Context: an optimization exercise on an open-source flow, tuned for small area, a short achievable clock period and few clock cycles per item. The choices shown serve that exercise and are no tape-out recipe. RTL that was checked went through simulation tests only; none was proved equivalent to the original.

==> flow/design.v (excerpt) <==
module anemometer_period_speed_meter_top (
  input  logic                           clk_i,
  input  logic                           rst_ni,
  input  logic                           in_valid_i,
  output logic                           in_ready_o,
  input  apm_pkg::in_word_t              in_word_i,
  output logic                           out_valid_o,
  input  logic                           out_ready_i,
  output apm_pkg::out_word_t             out_word_o,
  input  logic                           cfg_we_i,
  input  logic [apm_pkg::CfgIdxBits-1:0] cfg_index_i,
  input  logic [apm_pkg::DataBits-1:0]   cfg_data_i
);
Size in the first run: roughly 230 I/O pins.
export LEC_CHECK = 0
export CAP_MARGIN = 20
export CORE_MARGIN = 2
export CORE_UTILIZATION = 40
export SLEW_MARGIN = 20
create_clock -name core_clock -period 9.0 [get_ports {clk_i}]
standard.sh (not shown) runs the stock make flow with config.mk's settings and CLKGATE_MAP_FILE= SYNTH_SCRIPT=/design/flow/synth_recipe.tcl, a recipe that flattens the netlist after the stock synthesis.
==> flow/flow/run.sh <==
#!/bin/bash
set -euo pipefail
bash standard.sh SETUP_SLACK_MARGIN=5.6 finish > standard.log 2>&1
Then changed:
--- a/flow/design.v
+++ b/flow/design.v
@@ -137,53 +137,53 @@
   assign x_c = {(x_a[32:0] & x_b[32:0]) | (x_a[32:0] & x_d[32:0]) | (x_b[32:0] & x_d[32:0]), 1'b1};
   assign y_s = x_a ^ x_b ^ y_d;
   assign y_c = {(x_a[32:0] & x_b[32:0]) | (x_a[32:0] & y_d[32:0]) | (x_b[32:0] & y_d[32:0]), 1'b0};
   assign x   = x_s + x_c + 34'd1;
   assign y   = y_s + y_c + 34'd1;
   assign deb_ok   = wrap ? !(x[33] && !x[32]) : !x[33];
   assign stop_hit = wrap ? !(y[33] && !y[32]) : !y[33];
   always_comb begin
     el_skip = '0;
-    for (int i = 1; i < 16; i++) if (elapsed[2*i +: 2] != '0) el_skip = 4'(i);
+    for (int i = 1; i < 15; i++) if ((elapsed >> (2*i)) != 32'd0) el_skip = 4'(i);
   end
   always_ff @(posedge clk_i) begin
     if (in_v_q) begin
       t_deb_q  <= deb_ok;
       t_stop_q <= stop_hit;
       t_elz_q  <= in_now_q == last_q;
       t_skip_q <= el_skip;
     end
   end
   logic        last_nz, per_nz, pulse_ok, set_per, clr_per, fire, go_div, go_zero;
-  logic [3:0]  per_skip, skip;
+  logic [3:0]  p_skip_q;           
   assign last_nz  = last_q != '0;
   assign per_nz   = per_q != '0;
   assign pulse_ok = (in_op_q == apm_pkg::OpPulse) && t_deb_q;
   assign set_per  = pulse_ok && last_nz;
   assign clr_per  = (in_op_q == apm_pkg::OpPoll) && last_nz && t_stop_q;
   assign fire     = t_v_q && (state_q == StIdle) && (!out_valid_q || out_ready_i);
   assign go_div   = set_per ? !t_elz_q : (!clr_per && per_nz && !cache_q);
   assign go_zero  = set_per ? t_elz_q : (clr_per || !per_nz);
   always_comb begin
-    per_skip = '0;
-    for (int i = 1; i < 16; i++) if (per_q[2*i +: 2] != '0) per_skip = 4'(i);
   end
-  logic [3:0] p_skip;
-  logic       num_small;
-  assign p_skip    = set_per ? t_skip_q : per_skip;
+  logic [3:0]  skip;
+  logic        num_small;
+  logic [31:0] scl, rpm;
+  assign skip      = set_per ? t_skip_q : p_skip_q;
   assign num_small = scale_q[31:30] == '0;
-  assign skip      = p_skip + 4'((num_small && p_skip != 4'hf) ? 1 : 0);
+  assign scl       = num_small ? {scale_q[29:0], 2'b00} : scale_q;
+  assign rpm       = num_small ? {RpmNum[29:0], 2'b00} : RpmNum;
   logic [63:0] num_s, num_r;
   logic [4:0]  cnt_init, nb_idx;
-  assign num_s    = {32'b0, scale_q} << {skip, 1'b0};
-  assign num_r    = {32'b0, RpmNum} << {skip, 1'b0};
-  assign cnt_init = {~skip, 1'b1};
-  assign nb_idx   = (state_q == StIdle) ? cnt_init : cnt_q - 1'b1;
+  assign num_s    = {32'b0, scl} << {skip, 1'b0};
+  assign num_r    = {32'b0, rpm} << {skip, 1'b0};
+  assign cnt_init = {~skip, 1'b1} - {3'b0, num_small, 1'b0};
+  assign nb_idx   = (state_q == StIdle) ? {~skip, 1'b1} : cnt_q - 1'b1;
   logic [33:0] tr_r, tr_s, dv_r, dv_s, nr_r, nr_s;
   assign tr_r = {rem_r_q, nb_r_q};
   assign tr_s = {rem_s_q, nb_s_q};
   assign dv_r = rem_r_q[32] ? {2'b00, per_q} : ~{2'b00, per_q};
   assign dv_s = rem_s_q[32] ? {2'b00, per_q} : ~{2'b00, per_q};
   assign nr_r = tr_r + dv_r + {33'b0, ~rem_r_q[32]};
   assign nr_s = tr_s + dv_s + {33'b0, ~rem_s_q[32]};
   logic [17:0] m0;
   logic [16:0] rem_m_d;
@@ -252,40 +252,46 @@
       in_rdy_q    <= 1'b1;
       in_v_q      <= 1'b0;
       t_v_q       <= 1'b0;
       state_q     <= StIdle;
       out_valid_q <= 1'b0;
       cache_q     <= 1'b0;
       last_q      <= '0;
       rev_q       <= '0;
       per_q       <= '0;
+      p_skip_q    <= '0;
     end else begin
       in_rdy_q    <= !in_v_d && (!t_v_d || (state_d == StIdle && !out_valid_d));
       in_v_q      <= in_v_d;
       t_v_q       <= t_v_d;
       state_q     <= state_d;
       out_valid_q <= out_valid_d;
       if (stg_we_q && stg_idx_q == apm_pkg::CfgSpeedScale) cache_q <= 1'b0;
       if (fire) begin
         if (pulse_ok) begin
           last_q <= in_now_q;
           rev_q  <= rev_q + 1'b1;
         end
-        if (set_per)      per_q <= elapsed;
-        else if (clr_per) per_q <= '0;
+        if (set_per) begin
+          per_q    <= elapsed;
+          p_skip_q <= t_skip_q;
+        end else if (clr_per) begin
+          per_q    <= '0;
+          p_skip_q <= '0;
+        end
         if (!go_div && go_zero) cache_q <= 1'b1;
       end
       if (state_q == StLast) cache_q <= 1'b1;
     end
   end
   always_ff @(posedge clk_i) begin
-    nb_r_q <= RpmNum[nb_idx];
-    nb_s_q <= scale_q[nb_idx];
+    nb_r_q <= (state_q == StIdle) ? rpm[nb_idx] : RpmNum[nb_idx];
+    nb_s_q <= (state_q == StIdle) ? scl[nb_idx] : scale_q[nb_idx];
   end
   always_ff @(posedge clk_i) begin
     unique case (state_q)
       StIdle: begin
         if (fire) begin
           pulse_q <= pulse_ok;
           rem_r_q <= {1'b0, num_r[63:32]};
           rem_s_q <= {1'b0, num_s[63:32]};
           qb_q    <= 1'b0;
Outcome:
- The changed run completed without violations
- flip-flop and latch count is higher by 4
- cell area is lower by 0.61%
- routed wire length is higher by 4.1%
- utilization is lower by 0.70 points
- maximum frequency is higher by 16%
- count of clock-buffer cells in the layout is higher by 2
- global-route usage is higher by 0.72 points
- setup slack improves by 0.57 ns
- first-iteration DRC count is higher by 13%
- non-clock buffer count is lower by 33
- critical path depth is lower by 6
- final cell count is higher by 0.44%
Testbench counts after the change, summed over its fixed seeds: cycles 20,519, items 1,920.
For the first run of this note, only the layout was checked, not whether the RTL still works.

==> afterwards: timing with drivers on the ports <==
How much do the figures lean on ideal ports? The routed layouts below were timed once more, with nothing changed but the port constraints. Step 1, drivers: a clkbuf_16 drives clk_i and a buf_2 each remaining input, both assumed. Step 2 also shifts input and output timing later by t, the mid clock arrival at the registers, as if the neighbouring blocks saw the same clock. a / b / c = ideal / step 1 / step 2; a / b = the first two.
run | shift t [ns] | setup slack, ns | worst data-port slew with drivers (ns) | cell pins on the clock port's net
the first run | 0.686 | 4.868 / 4.868 / 4.868 | 0.06 | 1
the second run | 0.680 | 5.440 / 5.440 / 5.006 | 0.07 | 1
After both steps every run listed still meets setup and hold. For the second run, which loses most, drivers alone change the setup slack by 0.000 ns; drivers and shift together by -0.434 ns.
